Background: an optimization exercise with open tools, aiming at a short achievable clock period and few clock cycles. Do not read the settings as production practice. RTL that was checked went through simulation tests only; none was proved equivalent to the original. The flow treats the clock pin as an ideal source, which a real chip does not have.

==> inputs of 06-23 <==
Design rs485_half_duplex_frame_buffer_top, start of the top module:
module rs485_half_duplex_frame_buffer_top #(
   parameter int BUFFER_DEPTH = 64
) (
   input  logic                            clock,
   input  logic                            reset,
   input  logic                            req_valid,
   output logic                            req_stall,
   input  logic [rs485_pkg::MODE_W-1:0]    req_mode,
   input  logic [rs485_pkg::DATA_W-1:0]    req_data,
   input  logic                            req_last,
   input  logic [rs485_pkg::LIMIT_W-1:0]   req_read_limit,
   output logic                            rsp_valid,
   input  logic                            rsp_stall,
   output logic [rs485_pkg::KIND_W-1:0]    rsp_kind,
   output logic [rs485_pkg::DATA_W-1:0]    rsp_byte_out,
   output logic                            rsp_final_res,
   output logic                            rsp_driver_enable,
   output logic [rs485_pkg::COUNT_W-1:0]   rsp_byte_count,
   input  logic                            csr_wr_en,
   input  logic [rs485_pkg::TIMEOUT_W-1:0] csr_wr_data
);
   localparam int D  = BUFFER_DEPTH;
   localparam int CW = $clog2(BUFFER_DEPTH + 1);
   localparam int RW = KIND_W + DATA_W + 1 + 1 + COUNT_W;
   logic                  r_valid, r_wr, r_rd, r_rx, r_txr, r_txd, r_tick;
   logic [DATA_W-1:0]     r_data;
   logic                  r_last;
   logic [CW-1:0]         r_lim;         
   logic                  r_lim_z, r_lim_1, r_lim_ge2;
   logic                  le_ff, le_in;   
   logic                  lim_hi_in;
   logic                  stall_ff, stall_in;     
   logic                  ready_ff;               
   logic                  rst_q;
   logic                  ph_rx_ff, ph_tx_ff, ph_dr_ff;
   logic                  ph_rx_in, ph_tx_in, ph_dr_in;
   logic                  driving_ff, driving_in;
   logic [CW-1:0]         tx_cnt_ff, tx_cnt_in;
   logic [D-1:0]          tx_oh_ff, tx_oh_in;
   logic [CW-1:0]         rx_len_ff, rx_len_in;
   logic [D-1:0]          rx_oh_ff, rx_oh_in;
  ...
export LEC_CHECK = 0
export ABC_CLOCK_PERIOD_IN_PS = 1800
export CAP_MARGIN = 20
export CORE_MARGIN = 2
export CORE_UTILIZATION = 55
export SETUP_SLACK_MARGIN = 2.6
export SLEW_MARGIN = 20
export TNS_END_PERCENT = 20
create_clock -name core_clock -period 4.6 [get_ports {clock}]
standard.sh (not shown) runs the stock make flow with config.mk's settings and CLKGATE_MAP_FILE= SYNTH_SCRIPT=/design/flow/synth_recipe.tcl, a recipe that flattens the netlist after the stock synthesis.
==> flow/flow/run.sh <==
#!/bin/bash
# The standard ORFS layout, with three changes to how it is built:
#  - the port buffers are sky130_fd_sc_hd__buf_4 cells instead of the
#    delay-cell buffers buffer_ports picks by default;
#  - the resizer may change a cell to any cell of the same function
#    (MATCH_CELL_FOOTPRINT=0), not only one with the same footprint;
#  - clock tree synthesis clusters up to 30 sinks within 100 um per leaf
#    buffer and adds no dummy loads, which gives a tree with fewer levels and
#    a shorter insertion delay for every register alike.
# The whole make output goes to standard_flow.log; ORFS keeps each step's log
# under orfs/logs/.
set -euo pipefail
bash standard.sh "BUFFER_PORTS_ARGS=-buffer_cell sky130_fd_sc_hd__buf_4" \
   MATCH_CELL_FOOTPRINT=0 \
   "CTS_ARGS=-sink_clustering_enable -repair_clock_nets -sink_clustering_size 30 -sink_clustering_max_diameter 100 -dont_use_dummy_load" \
   finish > standard_flow.log 2>&1
==> 10-27 (differences from 06-23) <==
--- a/flow/design.v
+++ b/flow/design.v
@@ -37,14 +37,13 @@
    input  logic                     clock,
    input  logic                     wr_en,
    input  logic [DEPTH-1:0]         wr_sel,
    input  logic [WIDTH-1:0]         wr_data,
    input  logic                     shift,
    output logic [WIDTH-1:0]         head0,
-   output logic [WIDTH-1:0]         head1,
-   output logic [WIDTH-1:0]         head2
+   output logic [WIDTH-1:0]         head1
 );
    logic [DEPTH*WIDTH-1:0] mem;
    always_ff @(posedge clock) begin
       for (int i = 0; i < DEPTH - 1; i++) begin
          if (shift) begin
             mem[i*WIDTH +: WIDTH] <= mem[(i+1)*WIDTH +: WIDTH];
@@ -55,13 +54,12 @@
       if (!shift && wr_en && wr_sel[DEPTH-1]) begin
          mem[(DEPTH-1)*WIDTH +: WIDTH] <= wr_data;
       end
    end
    assign head0 = mem[0 +: WIDTH];
    assign head1 = mem[WIDTH +: WIDTH];
-   assign head2 = mem[2*WIDTH +: WIDTH];
 endmodule
 `timescale 1ns / 1ps
 import rs485_pkg::*;
 module rs485_half_duplex_frame_buffer_top #(
    parameter int BUFFER_DEPTH = 64
 ) (
@@ -87,17 +85,15 @@
    localparam int CW = $clog2(BUFFER_DEPTH + 1);
    localparam int RW = KIND_W + DATA_W + 1 + 1 + COUNT_W;
    logic                  r_valid, r_wr, r_rd, r_rx, r_txr, r_txd, r_tick;
    logic [DATA_W-1:0]     r_data;
    logic                  r_last;
    logic [CW-1:0]         r_lim;         
+   logic                  r_lim_hi;      
    logic                  r_lim_z, r_lim_1, r_lim_ge2;
-   logic                  le_ff, le_in;   
-   logic                  lim_hi_in;
-   logic                  stall_ff, stall_in;     
-   logic                  ready_ff;               
+   logic                  stall_ff, stall_in;
    logic                  rst_q;
    logic                  ph_rx_ff, ph_tx_ff, ph_dr_ff;
    logic                  ph_rx_in, ph_tx_in, ph_dr_in;
    logic                  driving_ff, driving_in;
    logic [CW-1:0]         tx_cnt_ff, tx_cnt_in;
    logic [D-1:0]          tx_oh_ff, tx_oh_in;
@@ -107,65 +103,58 @@
    logic [16:0]           idle_p1_ff, idle_p1_in;   
    logic                  ige_ff, ige_in;
    logic [TIMEOUT_W-1:0]  timeout_ff;
    logic                  tmo_z_ff;                 
    logic [CW-1:0]         rem_ff, rem_in;           
    logic [CW-1:0]         total_ff, total_in;
-   logic                  o_valid_ff, s_valid_ff, s_valid_in;   
-   logic                  o_empty_ff;                           
-   logic [RW-1:0]         o_ff, s_ff, b_ff, o_new;
-   logic                  o_hold, o_valid_in;
+   logic                  o_valid_ff, s_valid_ff, s_valid_in;
+   logic [RW-1:0]         o_ff, s_ff;
    logic                  ready, proc, strm, produce;
    logic                  go_wr, go_rdfr, go_rx, go_txb, go_txe, go_txd, go_tick, go_rdz;
-   logic                  tx_full, rem_ge2, rem_ge3, rem_2;
-   logic                  tx_nz, rx_nz, rx_1, rx_ge2;   
+   logic                  tx_nz, tx_full, rx_nz, rx_1, rx_ge2, rem_ge2, rem_ge3, rem_2;
    logic                  n_nz, n_1, n_ge2, idle_clr, idle_inc;
    logic [CW-1:0]         n, tx_new, rx_len_p1;
    logic [RW-1:0]         p;
    logic [KIND_W-1:0]     p_kind;
    logic [DATA_W-1:0]     p_byte;
    logic                  p_final;
    logic [COUNT_W-1:0]    p_count;
-   logic [DATA_W-1:0]     tx_h0, tx_h1, tx_h2, rx_h0, rx_h1, rx_h2;
-   logic [DATA_W-1:0]     wdata_q;                  
-   logic                  tx_wpend_ff, tx_spend_ff, rx_wpend_ff, rx_spend_ff;
-   logic [DATA_W-1:0]     tx_byte, rx_byte0, rx_byte1;
+   logic [DATA_W-1:0]     tx_h0, tx_h1, rx_h0, rx_h1;
    rs485_ram #(.WIDTH(DATA_W), .DEPTH(D)) u_tx_ram (
       .clock  (clock),
-      .wr_en  (tx_wpend_ff),
-      .wr_sel ({tx_oh_ff[0], tx_oh_ff[D-1:1]}),
-      .wr_data(wdata_q),
-      .shift  (tx_spend_ff),
+      .wr_en  (go_wr && !tx_full),
+      .wr_sel (tx_oh_ff),
+      .wr_data(r_data),
+      .shift  (go_txb),
       .head0  (tx_h0),
-      .head1  (tx_h1),
-      .head2  (tx_h2)
+      .head1  (tx_h1)
    );
    rs485_ram #(.WIDTH(DATA_W), .DEPTH(D)) u_rx_ram (
       .clock  (clock),
-      .wr_en  (rx_wpend_ff),
-      .wr_sel ({rx_oh_ff[0], rx_oh_ff[D-1:1]}),
-      .wr_data(wdata_q),
-      .shift  (rx_spend_ff),
+      .wr_en  (go_rx),
+      .wr_sel (rx_oh_ff),
+      .wr_data(r_data),
+      .shift  (strm),
       .head0  (rx_h0),
-      .head1  (rx_h1),
-      .head2  (rx_h2)
+      .head1  (rx_h1)
    );
-   assign tx_byte  = tx_spend_ff ? tx_h1 : (tx_wpend_ff && tx_oh_ff[1]) ? wdata_q : tx_h0;
-   assign rx_byte0 = (rx_wpend_ff && rx_oh_ff[1]) ? wdata_q : rx_h0;
-   assign rx_byte1 = rx_spend_ff ? rx_h2 : rx_h1;
+   assign tx_nz     = (tx_cnt_ff != '0);
    assign tx_full   = tx_cnt_ff[CW-1];
    assign tx_new    = tx_full ? tx_cnt_ff : CW'(tx_cnt_ff + 1'b1);
+   assign rx_nz     = (rx_len_ff != '0);
+   assign rx_1      = (rx_len_ff == CW'(1));
+   assign rx_ge2    = (rx_len_ff[CW-1:1] != '0);
    assign rx_len_p1 = CW'(rx_len_ff + 1'b1);
    assign rem_ge2   = (rem_ff[CW-1:1] != '0);
    assign rem_ge3   = (rem_ff[CW-1:2] != '0) || (rem_ff[1] && rem_ff[0]);
    assign rem_2     = (rem_ff == CW'(2));
-   assign n     = le_ff ? rx_len_ff : r_lim;
+   assign n     = (r_lim_hi || rx_len_ff <= r_lim) ? rx_len_ff : r_lim;
    assign n_nz  = !r_lim_z;                  
    assign n_1   = rx_1 || r_lim_1;           
    assign n_ge2 = rx_ge2 && r_lim_ge2;
-   assign ready   = ready_ff;
+   assign ready   = !stall_ff;
    assign strm    = rem_ge2 && !s_valid_ff;
    assign proc    = ready && r_valid;
    assign go_wr   = ready && r_wr && ph_rx_ff;
    assign go_rdz  = ready && r_rd && !rx_nz;
    assign go_rdfr = ready && r_rd && rx_nz && ige_ff;
    assign go_rx   = ready && r_rx && ph_rx_ff;
@@ -226,24 +215,12 @@
          ige_in = tmo_z_ff;
       end else if (idle_inc) begin
          ige_in = ({1'b0, timeout_ff} <= idle_p1_ff);
       end else begin
          ige_in = (timeout_ff <= idle_ff);
       end
-      lim_hi_in = (req_read_limit[LIMIT_W-1:CW] != '0);
-      if (!ready) begin
-         le_in = le_ff;
-      end else if (go_rx && rx_len_ff[CW-1]) begin
-         le_in = lim_hi_in || (req_read_limit[CW-1:0] != '0);
-      end else if (go_rx) begin
-         le_in = lim_hi_in || (rx_len_ff < req_read_limit[CW-1:0]);
-      end else if (go_rdfr) begin
-         le_in = 1'b1;
-      end else begin
-         le_in = lim_hi_in || (rx_len_ff <= req_read_limit[CW-1:0]);
-      end
       rem_in   = rem_ff;
       total_in = total_ff;
       if (strm) begin
          rem_in = CW'(rem_ff - 1'b1);
       end
       if (go_rdfr) begin
@@ -253,35 +230,35 @@
       p_kind  = KIND_STATUS;
       p_byte  = '0;
       p_final = 1'b1;
       p_count = '0;
       if (strm) begin
          p_kind  = KIND_HOST_BYTE;
-         p_byte  = rx_byte1;
+         p_byte  = rx_h1;
          p_final = rem_2;
          p_count = COUNT_W'(total_ff);
       end
       if (go_wr) begin
          p_count = COUNT_W'(tx_new);
       end
       if (ready && r_rd) begin
          if (!rx_nz || !ige_ff) begin
             p_kind = KIND_NO_FRAME;
          end else if (n_nz) begin
             p_kind  = KIND_HOST_BYTE;
-            p_byte  = rx_byte0;
+            p_byte  = rx_h0;
             p_final = n_1;
             p_count = COUNT_W'(n);
          end
       end
       if (go_txb) begin
          p_kind = KIND_TX_BYTE;
-         p_byte = tx_byte;
+         p_byte = tx_h0;
       end
       p = {p_kind, p_byte, p_final, driving_in, p_count};
-      s_valid_in = !o_empty_ff && rsp_stall && (s_valid_ff || produce);
+      s_valid_in = o_valid_ff && rsp_stall && (s_valid_ff || produce);
       if (strm) begin
          stall_in = s_valid_in || rem_ge3;
       end else begin
          stall_in = s_valid_in || rem_ge2 || (go_rdfr && n_ge2);
       end
    end
@@ -293,38 +270,34 @@
          r_rd       <= 1'b0;
          r_rx       <= 1'b0;
          r_txr      <= 1'b0;
          r_txd      <= 1'b0;
          r_tick     <= 1'b0;
          stall_ff   <= 1'b0;
-         ready_ff   <= 1'b1;
          timeout_ff <= TIMEOUT_RESET;
          tmo_z_ff   <= 1'b0;
          rem_ff     <= '0;
          o_valid_ff <= 1'b0;
-         o_empty_ff <= 1'b1;
          s_valid_ff <= 1'b0;
       end else begin
          if (ready) begin
             r_valid <= req_valid;
             r_wr    <= req_valid && (req_mode == MODE_WRITE);
             r_rd    <= req_valid && (req_mode == MODE_READ);
             r_rx    <= req_valid && (req_mode == MODE_RX);
             r_txr   <= req_valid && (req_mode == MODE_TX_READY);
             r_txd   <= req_valid && (req_mode == MODE_TX_DONE);
             r_tick  <= req_valid && (req_mode == MODE_TICK);
          end
          stall_ff   <= stall_in;
-         ready_ff   <= !stall_in;
          if (csr_wr_en) begin
             timeout_ff <= csr_wr_data;
             tmo_z_ff   <= (csr_wr_data == '0);
          end
          rem_ff     <= rem_in;
-         o_valid_ff <= o_valid_in;
-         o_empty_ff <= !o_valid_in;
+         o_valid_ff <= s_valid_ff || produce || (o_valid_ff && rsp_stall);
          s_valid_ff <= s_valid_in;
       end
    end
    always_ff @(posedge clock) begin
       if (rst_q) begin
          ph_rx_ff   <= 1'b1;
@@ -335,60 +308,42 @@
          tx_oh_ff   <= D'(1);
          rx_len_ff  <= '0;
          rx_oh_ff   <= D'(1);
          idle_ff    <= '0;
          idle_p1_ff <= 17'd1;
          ige_ff     <= 1'b0;
-         le_ff      <= 1'b1;
-         tx_nz      <= 1'b0;
-         rx_nz      <= 1'b0;
-         rx_1       <= 1'b0;
-         rx_ge2     <= 1'b0;
       end else begin
          ph_rx_ff   <= ph_rx_in;
          ph_tx_ff   <= ph_tx_in;
          ph_dr_ff   <= ph_dr_in;
          driving_ff <= driving_in;
          tx_cnt_ff  <= tx_cnt_in;
          tx_oh_ff   <= tx_oh_in;
          rx_len_ff  <= rx_len_in;
          rx_oh_ff   <= rx_oh_in;
          idle_ff    <= idle_in;
          idle_p1_ff <= idle_p1_in;
          ige_ff     <= ige_in;
-         le_ff      <= le_in;
-         tx_nz      <= (tx_cnt_in != '0);
-         rx_nz      <= (rx_len_in != '0);
-         rx_1       <= (rx_len_in == CW'(1));
-         rx_ge2     <= (rx_len_in[CW-1:1] != '0);
       end
    end
    always_ff @(posedge clock) begin
       if (ready) begin
          r_data    <= req_data;
          r_last    <= req_last;
          r_lim     <= req_read_limit[CW-1:0];
+         r_lim_hi  <= (req_read_limit[LIMIT_W-1:CW] != '0);
          r_lim_z   <= (req_read_limit == '0);
          r_lim_1   <= (req_read_limit == 16'd1);
          r_lim_ge2 <= (req_read_limit[LIMIT_W-1:1] != '0);
       end
       total_ff <= total_in;
-      wdata_q     <= r_data;
-      tx_wpend_ff <= go_wr && !tx_full;
-      tx_spend_ff <= go_txb;
-      rx_wpend_ff <= go_rx;
-      rx_spend_ff <= strm;
       if (!s_valid_ff) begin
          s_ff <= p;
       end
-      o_ff <= o_hold ? b_ff : o_new;
-      if (!o_hold && o_valid_in) begin
-         b_ff <= o_new;
+      if (!o_valid_ff || !rsp_stall) begin
+         o_ff <= s_valid_ff ? s_ff : p;
       end
    end
-   assign o_hold     = !o_empty_ff && rsp_stall;
-   assign o_valid_in = s_valid_ff || produce || o_hold;
-   assign o_new      = s_valid_ff ? s_ff : p;
-   assign req_stall  = stall_ff;
+   assign req_stall = stall_ff;
    assign rsp_valid = o_valid_ff;
    assign {rsp_kind, rsp_byte_out, rsp_final_res, rsp_driver_enable, rsp_byte_count} = o_ff;
 endmodule
==> flow/flow/run.sh (replaced) <==
#!/bin/bash
# The standard ORFS layout, with two changes to how it is built:
#  - the port buffers are sky130_fd_sc_hd__buf_4 cells instead of the
#    delay-cell buffers buffer_ports picks by default;
#  - the resizer may change a cell to any cell of the same function
#    (MATCH_CELL_FOOTPRINT=0), not only one with the same footprint.
# The whole make output goes to standard_flow.log; ORFS keeps each step's log
# under orfs/logs/.
set -euo pipefail
bash standard.sh "BUFFER_PORTS_ARGS=-buffer_cell sky130_fd_sc_hd__buf_4" \
   MATCH_CELL_FOOTPRINT=0 finish > standard_flow.log 2>&1
==> 11-24 (differences from 06-23) <==
--- a/flow/design.v
+++ b/flow/design.v
@@ -115,12 +115,13 @@
    logic [RW-1:0]         o_ff, s_ff, b_ff, o_new;
    logic                  o_hold, o_valid_in;
    logic                  ready, proc, strm, produce;
    logic                  go_wr, go_rdfr, go_rx, go_txb, go_txe, go_txd, go_tick, go_rdz;
    logic                  tx_full, rem_ge2, rem_ge3, rem_2;
    logic                  tx_nz, rx_nz, rx_1, rx_ge2;   
+   logic                  tx_nz_in, rx_nz_in, rx_1_in, rx_ge2_in;
    logic                  n_nz, n_1, n_ge2, idle_clr, idle_inc;
    logic [CW-1:0]         n, tx_new, rx_len_p1;
    logic [RW-1:0]         p;
    logic [KIND_W-1:0]     p_kind;
    logic [DATA_W-1:0]     p_byte;
    logic                  p_final;
@@ -226,12 +227,16 @@
          ige_in = tmo_z_ff;
       end else if (idle_inc) begin
          ige_in = ({1'b0, timeout_ff} <= idle_p1_ff);
       end else begin
          ige_in = (timeout_ff <= idle_ff);
       end
+      tx_nz_in  = go_wr || (tx_nz && !go_txd && !(go_txb && tx_cnt_ff == CW'(1)));
+      rx_nz_in  = go_rx || (rx_nz && !go_rdfr);
+      rx_1_in   = go_rx ? (rx_len_ff[CW-1] || !rx_nz) : (rx_1 && !go_rdfr);
+      rx_ge2_in = go_rx ? (rx_nz && !rx_len_ff[CW-1]) : (rx_ge2 && !go_rdfr);
       lim_hi_in = (req_read_limit[LIMIT_W-1:CW] != '0);
       if (!ready) begin
          le_in = le_ff;
       end else if (go_rx && rx_len_ff[CW-1]) begin
          le_in = lim_hi_in || (req_read_limit[CW-1:0] != '0);
       end else if (go_rx) begin
@@ -353,16 +358,16 @@
          rx_len_ff  <= rx_len_in;
          rx_oh_ff   <= rx_oh_in;
          idle_ff    <= idle_in;
          idle_p1_ff <= idle_p1_in;
          ige_ff     <= ige_in;
          le_ff      <= le_in;
-         tx_nz      <= (tx_cnt_in != '0);
-         rx_nz      <= (rx_len_in != '0);
-         rx_1       <= (rx_len_in == CW'(1));
-         rx_ge2     <= (rx_len_in[CW-1:1] != '0);
+         tx_nz      <= tx_nz_in;
+         rx_nz      <= rx_nz_in;
+         rx_1       <= rx_1_in;
+         rx_ge2     <= rx_ge2_in;
       end
    end
    always_ff @(posedge clock) begin
       if (ready) begin
          r_data    <= req_data;
          r_last    <= req_last;
==> flow/config.mk (replaced) <==
export PLATFORM = sky130hd
export DESIGN_NAME = rs485_half_duplex_frame_buffer_top
export DESIGN_NICKNAME = rs485_half_duplex_frame_buffer_top
export VERILOG_FILES = /design/flow/design.v
export SDC_FILE = /design/flow/constraint.sdc
export NUM_CORES = 4
export LEC_CHECK = 0
export ABC_CLOCK_PERIOD_IN_PS = 1600
export CAP_MARGIN = 20
export CORE_MARGIN = 2
export CORE_UTILIZATION = 75
export PLACE_DENSITY = 0.8
export SETUP_SLACK_MARGIN = 2.8
export SLEW_MARGIN = 20
export TNS_END_PERCENT = 20
==> 02-06 (differences from 06-23) <==
--- a/flow/design.v
+++ b/flow/design.v
@@ -115,12 +115,13 @@
    logic [RW-1:0]         o_ff, s_ff, b_ff, o_new;
    logic                  o_hold, o_valid_in;
    logic                  ready, proc, strm, produce;
    logic                  go_wr, go_rdfr, go_rx, go_txb, go_txe, go_txd, go_tick, go_rdz;
    logic                  tx_full, rem_ge2, rem_ge3, rem_2;
    logic                  tx_nz, rx_nz, rx_1, rx_ge2;   
+   logic                  tx_nz_in, rx_nz_in, rx_1_in, rx_ge2_in;
    logic                  n_nz, n_1, n_ge2, idle_clr, idle_inc;
    logic [CW-1:0]         n, tx_new, rx_len_p1;
    logic [RW-1:0]         p;
    logic [KIND_W-1:0]     p_kind;
    logic [DATA_W-1:0]     p_byte;
    logic                  p_final;
@@ -226,12 +227,16 @@
          ige_in = tmo_z_ff;
       end else if (idle_inc) begin
          ige_in = ({1'b0, timeout_ff} <= idle_p1_ff);
       end else begin
          ige_in = (timeout_ff <= idle_ff);
       end
+      tx_nz_in  = go_wr || (tx_nz && !go_txd && !(go_txb && tx_cnt_ff == CW'(1)));
+      rx_nz_in  = go_rx || (rx_nz && !go_rdfr);
+      rx_1_in   = go_rx ? (rx_len_ff[CW-1] || !rx_nz) : (rx_1 && !go_rdfr);
+      rx_ge2_in = go_rx ? (rx_nz && !rx_len_ff[CW-1]) : (rx_ge2 && !go_rdfr);
       lim_hi_in = (req_read_limit[LIMIT_W-1:CW] != '0);
       if (!ready) begin
          le_in = le_ff;
       end else if (go_rx && rx_len_ff[CW-1]) begin
          le_in = lim_hi_in || (req_read_limit[CW-1:0] != '0);
       end else if (go_rx) begin
@@ -353,16 +358,16 @@
          rx_len_ff  <= rx_len_in;
          rx_oh_ff   <= rx_oh_in;
          idle_ff    <= idle_in;
          idle_p1_ff <= idle_p1_in;
          ige_ff     <= ige_in;
          le_ff      <= le_in;
-         tx_nz      <= (tx_cnt_in != '0);
-         rx_nz      <= (rx_len_in != '0);
-         rx_1       <= (rx_len_in == CW'(1));
-         rx_ge2     <= (rx_len_in[CW-1:1] != '0);
+         tx_nz      <= tx_nz_in;
+         rx_nz      <= rx_nz_in;
+         rx_1       <= rx_1_in;
+         rx_ge2     <= rx_ge2_in;
       end
    end
    always_ff @(posedge clock) begin
       if (ready) begin
          r_data    <= req_data;
          r_last    <= req_last;
==> flow/config.mk (replaced) <==
export PLATFORM = sky130hd
export DESIGN_NAME = rs485_half_duplex_frame_buffer_top
export DESIGN_NICKNAME = rs485_half_duplex_frame_buffer_top
export VERILOG_FILES = /design/flow/design.v
export SDC_FILE = /design/flow/constraint.sdc
export NUM_CORES = 4
export LEC_CHECK = 0
export ABC_CLOCK_PERIOD_IN_PS = 1600
export CAP_MARGIN = 20
export CORE_MARGIN = 2
export CORE_UTILIZATION = 65
export PLACE_DENSITY = 0.7
export SETUP_SLACK_MARGIN = 2.8
export SLEW_MARGIN = 20
export TNS_END_PERCENT = 20
==> metrics.cfg <==
[run_status]
status=finished clean

[detailed_routing]
met2WireLength_um=50300
drt_iter0_drc=2845

[power]
p_clk_share_pct=17.4

[place]
pre_cts_ws_ps=1320

[finish]
final_cell_mix=2,338 x nand2_1, 1,053 x edfxtp_1, 267 x dfxtp_1

[hold_path]
holdPathStages=0

[end of results for 06-23]
==> metrics.cfg <==
[run_status]
status=finished clean

[logic_synthesis]
syn-cell-area_um2=51500

[hold_path]
holdPathStages=1

[finish]
final_cell_mix=1,070 x edfxtp_1, 1,012 x a21o_1, 350 x nand2_1

[detailed_routing]
met2WireLength_um=63300

[place]
pre_cts_ws_ps=1340

[end of results for 10-27]
==> metrics.cfg <==
[run_status]
status=finished clean

[hold_path]
holdPathStages=0

[finish]
final_cell_mix=2,335 x nand2_1, 1,053 x edfxtp_1, 239 x dfxtp_1

[cts]
cts_tree=built

[detailed_routing]
met2WireLength_um=54000
drt_iter0_drc=3184

[power]
p_clk_share_pct=16.8

[grt]
use_met2_pct=42.3

[end of results for 02-06]
==> metrics.cfg <==
[place]
pre_cts_ws_ps=1900

[detailed_routing]
met2WireLength_um=56000
drt_iter0_drc=3896

[run_status]
status=finished clean

[end of results for 11-24]
Testbench counts of 06-23, summed over its fixed seeds: cycles 9,281.
Testbench counts of 10-27, summed over its fixed seeds: cycles 9,281.
No functional check of the RTL was part of 11-24 and 02-06.

==> separate check: timing with driven ports <==
Ports are ideal in the flow. The routed layouts listed here were re-timed in OpenROAD. Step 1: set_driving_cell puts a clkbuf_16 on clock and a buf_2 on each other input, an assumption about the parent block. Step 2, shift: input delay + t, output delay - t, t = (earliest + latest rising clock arrival at the registers) / 2. This alone moves slack from input paths to output paths. Three values: ideal, step 1, step 2; two values: the first two.
| run | shift t [ns] | setup WS [ns] | slew at the worst register clock pin (ns) | worst data-port slew with drivers (ns) |
|---|---|---|---|---|
| 06-23 | 0.724 | 2.485 / 2.462 / 2.266 | 0.12 / 0.12 | 0.04 |
| 10-27 | 0.802 | 2.215 / 2.156 / 2.215 | 0.07 / 0.07 | 0.08 |
| 11-24 | 0.714 | 2.516 / 2.494 / 2.240 | 0.11 / 0.11 | 0.04 |
| 02-06 | 0.714 | 2.545 / 2.501 / 2.288 | 0.12 / 0.12 | 0.05 |
After both steps setup and hold are still met in every run listed. The setup slack of 11-24, which loses most, moves by -0.022 ns with the drivers and by -0.276 ns with both steps.
